Context: an optimization exercise on an open-source flow, tuned for small area, a short achievable clock period and few clock cycles per item. The choices shown serve that exercise and are no tape-out recipe.
Where RTL was checked, it was by simulation tests only, not by an equivalence proof against the original.
Power is estimated from default activity; no workload was simulated.

==> flow/design.v <==
module fc_layer_mac #(
    parameter int IN_DIM      = 256,
    parameter int OUT_DIM     = 32,
    parameter int IN_W        = 8,
    parameter int W_W         = 8,
    parameter int ACC_W       = 32,
    parameter int OUT_SHIFT   = 7,
    parameter int BIAS_LSHIFT = 7,
    parameter int RELU        = 1,
    parameter int OUT_W       = 8,
    parameter int WA_W        = $clog2(IN_DIM * OUT_DIM),
    parameter int BA_W        = (OUT_DIM > 1) ? $clog2(OUT_DIM) : 1
) (
    input  logic                    clk,
    input  logic                    rst_n,
    input  logic                    in_valid,
    output logic                    in_ready,
    input  logic signed [IN_W-1:0]  in_data,
    output logic [WA_W-1:0]         w_addr,
    input  logic signed [W_W-1:0]   w_q,
    output logic [BA_W-1:0]         b_addr,
    input  logic signed [W_W-1:0]   b_q,
    output logic                    out_valid,
    input  logic                    out_ready,
    output logic signed [OUT_W-1:0] out_data,
    output logic [BA_W-1:0]         out_idx,
    output logic                    out_last,
    output logic                    busy
);
    localparam int CNT_W = $clog2(IN_DIM);
    localparam int SW    = 23;    
    localparam logic [CNT_W-1:0] LAST_I = CNT_W'(IN_DIM - 1);
    localparam logic [BA_W-1:0]  LAST_O = BA_W'(OUT_DIM - 1);
    localparam logic [BA_W-1:0]  PH_MUL = BA_W'(1);   
    localparam logic [BA_W-1:0]  PH_TAP = BA_W'(4);   
    logic             running;    
    logic [BA_W-1:0]  oa;         
    logic [CNT_W-1:0] ia;         
    logic             pact0;      
    logic             pfirst0;    
    logic                   a_valid;
    logic                   a_rdy;     
    logic signed [IN_W-1:0] a_data;
    logic                   a_last;    
    logic [3:0]             bd_one;    
    logic [3:0]             bd_two;
    logic [3:0]             bd_neg;
    logic                   pact_m;    
    logic                   pfirst_m;
    logic signed [W_W-1:0]  w_r;
    logic signed [W_W-1:0]  b_r;
    logic [12:0]            ph_lo;     
    logic [12:0]            ph_hi;     
    logic [SW-1:0]          ring [OUT_DIM];
    logic             vec_fin;    
    logic [BA_W-1:0]  ext_idx;    
    logic             tap_match;  
    logic [1:0]       owed;       
    logic             busy_q;
    logic             ov_q;
    logic [OUT_W-1:0] od_q;
    logic [BA_W-1:0]  oi_q;
    logic             ol_q;
    logic in_fire;
    logic in_last;
    logic out_fire;
    logic decide;
    logic pend;
    logic start;
    logic consume;
    logic take;
    logic [OUT_W-1:0] res;
    assign in_fire  = in_valid & a_rdy;
    assign in_last  = pact0 ? (ia == LAST_I - CNT_W'(1)) : (ia == LAST_I);
    assign out_fire = out_ready & ov_q;
    assign decide   = ~running | (oa == LAST_O);
    assign pend     = running & (oa == LAST_O) & pact0;
    assign start    = decide & a_valid & ~vec_fin;
    assign consume  = running & (oa == PH_MUL) & pact0;
    always_ff @(posedge clk or negedge rst_n) begin
        if (!rst_n) begin
            running <= 1'b0;
            oa      <= '0;
            ia      <= '0;
            pact0   <= 1'b0;
            pfirst0 <= 1'b0;
            vec_fin <= 1'b0;
        end else begin
            if (start) begin
                running <= 1'b1;
            end
            if (running) begin
                oa <= oa + BA_W'(1);
            end
            if (pend) begin
                ia <= ia + CNT_W'(1);
            end
            if (decide) begin
                pact0   <= start;
                pfirst0 <= pend ? (ia == LAST_I) : (ia == '0);
            end
            if (start && a_last) begin
                vec_fin <= 1'b1;
            end else if (take && ext_idx == LAST_O) begin
                vec_fin <= 1'b0;
            end
        end
    end
    always_ff @(posedge clk or negedge rst_n) begin
        if (!rst_n) begin
            a_valid <= 1'b0;
            a_rdy   <= 1'b0;
        end else if (in_fire) begin
            a_valid <= 1'b1;
            a_rdy   <= 1'b0;
        end else if (consume) begin
            a_valid <= 1'b0;
            a_rdy   <= 1'b1;
        end else begin
            a_rdy   <= ~a_valid;
        end
    end
    always_ff @(posedge clk) begin
        if (a_rdy) begin
            a_data <= in_data;
            a_last <= in_last;
        end
    end
    always_ff @(posedge clk or negedge rst_n) begin
        if (!rst_n) begin
            pact_m   <= 1'b0;
            pfirst_m <= 1'b0;
        end else if (running && oa == PH_MUL) begin
            pact_m   <= pact0;
            pfirst_m <= pact0 & pfirst0;
        end
    end
    always_ff @(posedge clk) begin
        if (running && oa == PH_MUL) begin
            for (int k = 0; k < 4; k++) begin
                bd_one[k] <= a_data[2*k] ^ ((k == 0) ? 1'b0 : a_data[2*k-1]);
                bd_two[k] <= (a_data[2*k+1] & ~a_data[2*k] & ~((k == 0) ? 1'b0 : a_data[2*k-1]))
                           | (~a_data[2*k+1] & a_data[2*k] & ((k == 0) ? 1'b0 : a_data[2*k-1]));
                bd_neg[k] <= a_data[2*k+1] & ~(a_data[2*k] & ((k == 0) ? 1'b0 : a_data[2*k-1]));
            end
        end
    end
    function automatic logic [9:0] brow(input logic one, input logic two,
                                        input logic neg,
                                        input logic signed [7:0] w);
        logic [9:0] m;
        m = one ? {{2{w[7]}}, w} : two ? {w[7], w, 1'b0} : 10'd0;
        m = m ^ {10{neg}};
        brow = {~m[9], m[8:0]};
    endfunction
    logic [9:0] r0, r1, r2, r3;
    assign r0 = brow(bd_one[0], bd_two[0], bd_neg[0], w_r);
    assign r1 = brow(bd_one[1], bd_two[1], bd_neg[1], w_r);
    assign r2 = brow(bd_one[2], bd_two[2], bd_neg[2], w_r);
    assign r3 = brow(bd_one[3], bd_two[3], bd_neg[3], w_r);
    always_ff @(posedge clk) begin
        w_r <= w_q;
        b_r <= b_q;
        if (pact_m) begin
            ph_lo <= 13'(r0) + {1'b0, r1, 2'b00} + {10'd0, bd_neg[1], 1'b0, bd_neg[0]};
            ph_hi <= 13'(r2) + {1'b0, r3, 2'b00} + {10'd0, bd_neg[3], 1'b0, bd_neg[2]};
        end else begin
            ph_lo <= '0;
            ph_hi <= '0;
        end
    end
    always_ff @(posedge clk) begin
        ring[0] <= ring[OUT_DIM-1] + SW'(ph_lo) + {6'd0, ph_hi, 4'd0};
        for (int k = 1; k < OUT_DIM - 1; k++) begin
            ring[k] <= ring[k-1];
        end
        if (pfirst_m) begin
            ring[OUT_DIM-1] <= {8'd43, ~b_r[W_W-1], b_r[W_W-2:0], {BIAS_LSHIFT{1'b0}}};
        end else begin
            ring[OUT_DIM-1] <= ring[OUT_DIM-2];
        end
    end
    always_comb begin
        if (ring[0][SW-1]) begin
            res = {1'b0, {(OUT_W-1){1'b1}}};
        end else if (&ring[0][SW-2:OUT_SHIFT+OUT_W-1]) begin
            res = {1'b0, ring[0][OUT_SHIFT+OUT_W-2:OUT_SHIFT]};
        end else begin
            res = '0;
        end
    end
    assign take = vec_fin & tap_match & (~ov_q | out_ready);
    logic [BA_W-1:0] tap_nxt;
    assign tap_nxt = oa - 5'd3;
    always_ff @(posedge clk or negedge rst_n) begin
        if (!rst_n) begin
            ext_idx   <= '0;
            tap_match <= 1'b0;
            ov_q      <= 1'b0;
            owed      <= 2'd0;
            busy_q    <= 1'b0;
        end else begin
            if (take) begin
                ext_idx <= ext_idx + BA_W'(1);
            end
            tap_match <= take | (tap_nxt == ext_idx);
            if (take) begin
                ov_q <= 1'b1;
            end else if (out_ready) begin
                ov_q <= 1'b0;
            end
            case ({in_fire & in_last, out_fire & ol_q})
                2'b10: begin owed <= owed + 2'd1; busy_q <= 1'b1; end
                2'b01: begin owed <= owed - 2'd1; busy_q <= (owed != 2'd1); end
                default: ;
            endcase
        end
    end
    always_ff @(posedge clk) begin
        if (take) begin
            od_q <= res;
            oi_q <= ext_idx;
            ol_q <= (ext_idx == LAST_O);
        end
    end
    assign in_ready  = a_rdy;
    assign w_addr    = {oa, ia};
    assign b_addr    = oa;
    assign out_valid = ov_q;
    assign out_data  = od_q;
    assign out_idx   = oi_q;
    assign out_last  = ol_q;
    assign busy      = busy_q;
endmodule
Settings: LEC_CHECK=0, CAP_MARGIN=20, CORE_MARGIN=2, CORE_UTILIZATION=40, SLEW_MARGIN=20; clock period 9.0 ns.
standard.sh (not shown) runs the stock make flow with config.mk's settings and CLKGATE_MAP_FILE= SYNTH_SCRIPT=/design/flow/synth_recipe.tcl, a recipe that flattens the netlist after the stock synthesis.
==> flow/flow/run.sh <==
#!/bin/bash
# Own layout flow: the standard ORFS flow (standard.sh), unchanged synthesis,
# with the extra ORFS make variables listed in flow/knobs.txt (timing-repair
# effort). Each tool's output stays in orfs/logs; make's own output goes to
# run_standard.log in this folder.
set -euo pipefail
KNOBS=$(grep -v '^#' flow/knobs.txt | tr '\n' ' ')
bash standard.sh $KNOBS finish > run_standard.log 2>&1
==> flow/flow/knobs.txt <==
SETUP_SLACK_MARGIN=6.1
CTS_CLUSTER_SIZE=30
CTS_CLUSTER_DIAMETER=80
Testbench counts at the start, summed over its fixed seeds: cycles 262,976, vectors 32.
==> next run, changes <==
--- a/flow/design.v
+++ b/flow/design.v
@@ -48,10 +48,10 @@
     logic                   pact_m;    
     logic                   pfirst_m;
     logic signed [W_W-1:0]  w_r;
     logic signed [W_W-1:0]  b_r;
-    logic [12:0]            ph_lo;     
-    logic [12:0]            ph_hi;     
+    logic signed [11:0]     ph_lo;     
+    logic signed [12:0]     ph_hi;     
     logic [SW-1:0]          ring [OUT_DIM];
     logic             vec_fin;    
     logic [BA_W-1:0]  ext_idx;    
     logic             tap_match;  
@@ -144,39 +144,40 @@
                 bd_neg[k] <= a_data[2*k+1] & ~(a_data[2*k] & ((k == 0) ? 1'b0 : a_data[2*k-1]));
             end
         end
     end
-    function automatic logic [9:0] brow(input logic one, input logic two,
-                                        input logic neg,
-                                        input logic signed [7:0] w);
-        logic [9:0] m;
-        m = one ? {{2{w[7]}}, w} : two ? {w[7], w, 1'b0} : 10'd0;
-        m = m ^ {10{neg}};
-        brow = {~m[9], m[8:0]};
+    function automatic logic signed [9:0] bpp(input logic one, input logic two,
+                                              input logic neg,
+                                              input logic signed [7:0] w);
+        logic signed [9:0] m;
+        m = one ? {{2{w[7]}}, w} : two ? {w[7], w, 1'b0} : 10'sd0;
+        bpp = m ^ {10{neg}};
     endfunction
-    logic [9:0] r0, r1, r2, r3;
-    assign r0 = brow(bd_one[0], bd_two[0], bd_neg[0], w_r);
-    assign r1 = brow(bd_one[1], bd_two[1], bd_neg[1], w_r);
-    assign r2 = brow(bd_one[2], bd_two[2], bd_neg[2], w_r);
-    assign r3 = brow(bd_one[3], bd_two[3], bd_neg[3], w_r);
+    logic signed [11:0] pp0, pp1;
+    logic signed [12:0] pp2, pp3;
+    assign pp0 = bpp(bd_one[0], bd_two[0], bd_neg[0], w_r);
+    assign pp1 = bpp(bd_one[1], bd_two[1], bd_neg[1], w_r);
+    assign pp2 = bpp(bd_one[2], bd_two[2], bd_neg[2], w_r);
+    assign pp3 = bpp(bd_one[3], bd_two[3], bd_neg[3], w_r);
     always_ff @(posedge clk) begin
         w_r <= w_q;
         b_r <= b_q;
         if (pact_m) begin
-            ph_lo <= 13'(r0) + {1'b0, r1, 2'b00} + {10'd0, bd_neg[1], 1'b0, bd_neg[0]};
-            ph_hi <= 13'(r2) + {1'b0, r3, 2'b00} + {10'd0, bd_neg[3], 1'b0, bd_neg[2]};
+            ph_lo <= pp0 + (pp1 <<< 2) + {9'd0, bd_neg[1], 1'b0, bd_neg[0]};
+            ph_hi <= pp2 + (pp3 <<< 2) + {10'd0, bd_neg[3], 1'b0, bd_neg[2]} + 13'sd1016;
         end else begin
             ph_lo <= '0;
             ph_hi <= '0;
         end
     end
     always_ff @(posedge clk) begin
-        ring[0] <= ring[OUT_DIM-1] + SW'(ph_lo) + {6'd0, ph_hi, 4'd0};
+        ring[0] <= ring[OUT_DIM-1] + SW'(ph_lo) + (SW'(ph_hi) << 4);
         for (int k = 1; k < OUT_DIM - 1; k++) begin
             ring[k] <= ring[k-1];
         end
         if (pfirst_m) begin
-            ring[OUT_DIM-1] <= {8'd43, ~b_r[W_W-1], b_r[W_W-2:0], {BIAS_LSHIFT{1'b0}}};
+            ring[OUT_DIM-1] <= {{(SW-W_W-BIAS_LSHIFT){1'b0}}, ~b_r[W_W-1], b_r[W_W-2:0],
+                                {BIAS_LSHIFT{1'b0}}};
         end else begin
             ring[OUT_DIM-1] <= ring[OUT_DIM-2];
         end
     end
@@ -189,10 +190,8 @@
             res = '0;
         end
     end
     assign take = vec_fin & tap_match & (~ov_q | out_ready);
-    logic [BA_W-1:0] tap_nxt;
-    assign tap_nxt = oa - 5'd3;
     always_ff @(posedge clk or negedge rst_n) begin
         if (!rst_n) begin
             ext_idx   <= '0;
             tap_match <= 1'b0;
@@ -202,9 +201,9 @@
         end else begin
             if (take) begin
                 ext_idx <= ext_idx + BA_W'(1);
             end
-            tap_match <= take | (tap_nxt == ext_idx);
+            tap_match <= take | (oa - (PH_TAP - BA_W'(1)) == ext_idx);
             if (take) begin
                 ov_q <= 1'b1;
             end else if (out_ready) begin
                 ov_q <= 1'b0;
After rerunning: The changed run passed the timing, design-rule and antenna checks. Area after synthesis went up slightly. Synthesized cell count went up slightly. Sequential share of layout area went down by 0.72 points. Critical path depth went down by 1. Routed wire length went down slightly. Die area went up slightly. Clock-buffer cell count went down by 8. Utilization went up by 0.15 points. Global-route usage went down by 0.20 points. Sequential power hardly moves. Clock power went down by a few percent. Final area went up slightly.
Only the layout flow was run in the second run of this note; the RTL was not checked for function there.

---

v6:
fc_layer_mac, a different RTL version from the one above (not shown whole).
Size in the first run: roughly 1400 cells after synthesis, about 63 I/O pins, ~0.021 mm^2 of cells after synthesis.
clock: 9.0 ns
lec_check: 0
cap_margin: 20
core_margin: 2
core_utilization: 40
slew_margin: 20
==> flow/flow/run.sh <==
#!/bin/bash
# Own layout flow: the standard ORFS flow (standard.sh), unchanged
# synthesis, with extra ORFS make variables, one per line, from
# flow/knobs.txt (timing-repair target, clock-tree clustering, port buffer
# cell). ORFS keeps each tool's log under orfs/logs; make's own output goes
# to run_standard.log in this folder.
set -euo pipefail
mapfile -t KNOBS < <(grep -v '^#' flow/knobs.txt | grep -v '^[[:space:]]*$')
bash standard.sh "${KNOBS[@]}" finish > run_standard.log 2>&1
==> flow/flow/knobs.txt <==
SETUP_SLACK_MARGIN=6.3
CTS_CLUSTER_SIZE=30
CTS_CLUSTER_DIAMETER=80
BUFFER_PORTS_ARGS=-buffer_cell sky130_fd_sc_hd__buf_2
Testbench counts of v6, summed over its fixed seeds: cycles 262,968, vectors 32.
Relative to v6, the following input files were edited for v7:
diff --git a/flow/design.v b/flow/design.v
--- a/flow/design.v
+++ b/flow/design.v
@@ -24,23 +24,22 @@
     input  logic                    out_ready,
     output logic signed [OUT_W-1:0] out_data,
     output logic [BA_W-1:0]         out_idx,
     output logic                    out_last,
     output logic                    busy
 );
     localparam int CNT_W = $clog2(IN_DIM);
     localparam int SW    = 23;    
     localparam logic [CNT_W-1:0] LAST_I = CNT_W'(IN_DIM - 1);
     localparam logic [BA_W-1:0]  LAST_O = BA_W'(OUT_DIM - 1);
     logic [BA_W-1:0]  oa;         
-    logic [BA_W-1:0]  ob;         
     logic [BA_W-1:0]  q;          
     logic [CNT_W-1:0] ia;         
     logic [CNT_W-1:0] ia_o;       
     logic             in_rdy;
     logic             in_rdy_o;   
     logic             z;          
     logic [3:0]             bd_one;    
     logic [3:0]             bd_two;
     logic [3:0]             bd_neg;
     logic                   pact_m;    
     logic signed [W_W-1:0]  w_r;
@@ -62,54 +61,48 @@
     logic in_fire;
     logic out_fire;
     logic take;
     logic [BA_W-1:0]  tap_nxt;
     logic [OUT_W-1:0] res;
     assign in_fire  = in_valid & in_rdy;
     assign out_fire = out_ready & ov_q;
     logic [CNT_W-1:0] ia_nxt;
     logic             in_rdy_nxt;
     assign ia_nxt     = ia + CNT_W'(q == '0 && pact_m);
     assign in_rdy_nxt = (q == BA_W'(1)) & ~vec_fin;
-    logic vec_fin_nxt;
-    always_comb begin
-        vec_fin_nxt = vec_fin;
-        if (in_fire && ia == LAST_I) begin
-            vec_fin_nxt = 1'b1;
-        end else if (take && ext_idx == LAST_O) begin
-            vec_fin_nxt = 1'b0;
-        end
-    end
     always_ff @(posedge clk) begin
         oa       <= q;
-        ob       <= q + BA_W'(1);
         ia_o     <= ia_nxt;
         in_rdy_o <= in_rdy_nxt;
     end
     always_ff @(posedge clk or negedge rst_n) begin
         if (!rst_n) begin
-            q       <= LAST_O;
+            q       <= '0;
             ia      <= '0;
             in_rdy  <= 1'b0;
             z       <= 1'b0;
             pact_m  <= 1'b0;
             vec_fin <= 1'b0;
         end else begin
             q      <= q + BA_W'(1);
             in_rdy <= in_rdy_nxt;
-            z      <= (ia_nxt == '0) & ~vec_fin_nxt;
+            z      <= (ia == '0) & ~vec_fin;
             ia     <= ia_nxt;
             if (q == BA_W'(2)) begin
                 pact_m <= in_fire;
             end
-            vec_fin <= vec_fin_nxt;
+            if (in_fire && ia == LAST_I) begin
+                vec_fin <= 1'b1;
+            end else if (take && ext_idx == LAST_O) begin
+                vec_fin <= 1'b0;
+            end
         end
     end
     always_ff @(posedge clk) begin
         if (q == BA_W'(2)) begin
             for (int k = 0; k < 4; k++) begin
                 bd_one[k] <= in_fire & (in_data[2*k] ^ ((k == 0) ? 1'b0 : in_data[2*k-1]));
                 bd_two[k] <= in_fire & ((in_data[2*k+1] & ~in_data[2*k] & ~((k == 0) ? 1'b0 : in_data[2*k-1]))
                            | (~in_data[2*k+1] & in_data[2*k] & ((k == 0) ? 1'b0 : in_data[2*k-1])));
                 bd_neg[k] <= in_fire & in_data[2*k+1] & ~(in_data[2*k] & ((k == 0) ? 1'b0 : in_data[2*k-1]));
             end
         end
@@ -140,30 +133,30 @@
     assign c3 = {(s2[16:7] & c2[16:7]),
                  (s2[6] & c2[6]) | (s2[6] & bd_neg[3]) | (c2[6] & bd_neg[3]),
                  1'b0, c2[5:0]};
     always_ff @(posedge clk) begin
         w_r <= w_q;
         ps  <= s3;
         pc  <= c3;
     end
     always_ff @(posedge clk) begin
         ring[0] <= ring[OUT_DIM-1] + SW'(ps) + SW'(pc);
         for (int k = 1; k < OUT_DIM; k++) begin
-            if (k != OUT_DIM - 3) begin
+            if (k != OUT_DIM - 2) begin
                 ring[k] <= ring[k-1];
             end
         end
         if (z) begin
-            ring[OUT_DIM-3] <= {8'd43, ~b_q[W_W-1], b_q[W_W-2:0], {BIAS_LSHIFT{1'b0}}};
-        end else begin
-            ring[OUT_DIM-3] <= ring[OUT_DIM-4];
+            ring[OUT_DIM-2] <= {8'd43, ~b_q[W_W-1], b_q[W_W-2:0], {BIAS_LSHIFT{1'b0}}};
+        end else begin
+            ring[OUT_DIM-2] <= ring[OUT_DIM-3];
         end
     end
     always_comb begin
         if (ring[0][SW-1]) begin
             res = {1'b0, {(OUT_W-1){1'b1}}};
         end else if (&ring[0][SW-2:OUT_SHIFT+OUT_W-1]) begin
             res = {1'b0, ring[0][OUT_SHIFT+OUT_W-2:OUT_SHIFT]};
         end else begin
             res = '0;
         end
     end
@@ -209,18 +202,18 @@
             od_q <= ~res;
         end
     end
     always_ff @(posedge clk) begin
         od_o   <= take ? res : ~od_q;
         oi_o   <= take ? ext_idx : ext_idx - BA_W'(1);
         ol_o   <= take ? (ext_idx == LAST_O) : (ext_idx == '0);
         busy_o <= busy_nxt;
     end
     assign in_ready  = in_rdy_o;
     assign w_addr    = {oa, ia_o};
-    assign b_addr    = ob;
+    assign b_addr    = oa;
     assign out_valid = ov_o;
     assign out_data  = od_o;
     assign out_idx   = oi_o;
     assign out_last  = ol_o;
     assign busy      = busy_o;
 endmodule
Results
v7: PASS, flow complete, no timing, DRC or antenna violations. v7 vs. v6: number of nets in the layout lower; slack of the worst reg-to-reg path higher; total iterations of the first detailed-routing run roughly the same; number of sinks driven by the clock tree lower; later-pin clock latency in the skew report roughly the same. Relative to v6, non-clock buffer count decreased by 11 in v7. Compared to v6, v7 has remaining max-slew budget at the tightest pin 1.2 points higher. Sort v6 and v7 by multi-input logic portion of the cell area desc -> top: v7. As of v7, aggregate routed wire length had risen slightly compared to v6. met1 as the most heavily used metal layer in global routing was reported by v7, and met2 by v6.
The RTL of v7 was laid out without a check of its function.

## afterwards: timing with drivers on the ports
The flow's constraints put no driver on any port. The routed layouts listed below were extracted and timed again, unchanged, in two steps. Step 1 assumes that a clkbuf_16 drives the clock port and a buf_2 every other input. Step 2 adds t to the input delays and takes it off the output delays; t is the mean of the earliest and latest rising clock arrival at the registers after step 1. Input paths then give back, and output paths get back, about the clock's delay inside the block. a / b / c = ideal / step 1 / step 2; a / b = the first two.
| run | shift t [ns] | slack for setup (ns) | hold slack, ns |
|---|---|---|---|
| the first run of note 1 | 0.613 | 5.951 / 5.898 / 5.562 | 0.314 / 0.314 / 0.314 |
| the second run of note 1 | 0.617 | 6.028 / 5.978 / 5.731 | 0.321 / 0.321 / 0.321 |
| v6 | 0.598 | 6.164 / 6.112 / 5.816 | 0.326 / 0.326 / 0.326 |
| v7 | 0.611 | 6.155 / 6.102 / 5.922 | 0.319 / 0.319 / 0.319 |
After both steps every run listed still meets setup and hold. The setup slack of the first run of note 1, which loses most, moves by -0.053 ns with the drivers and by -0.389 ns with both steps.
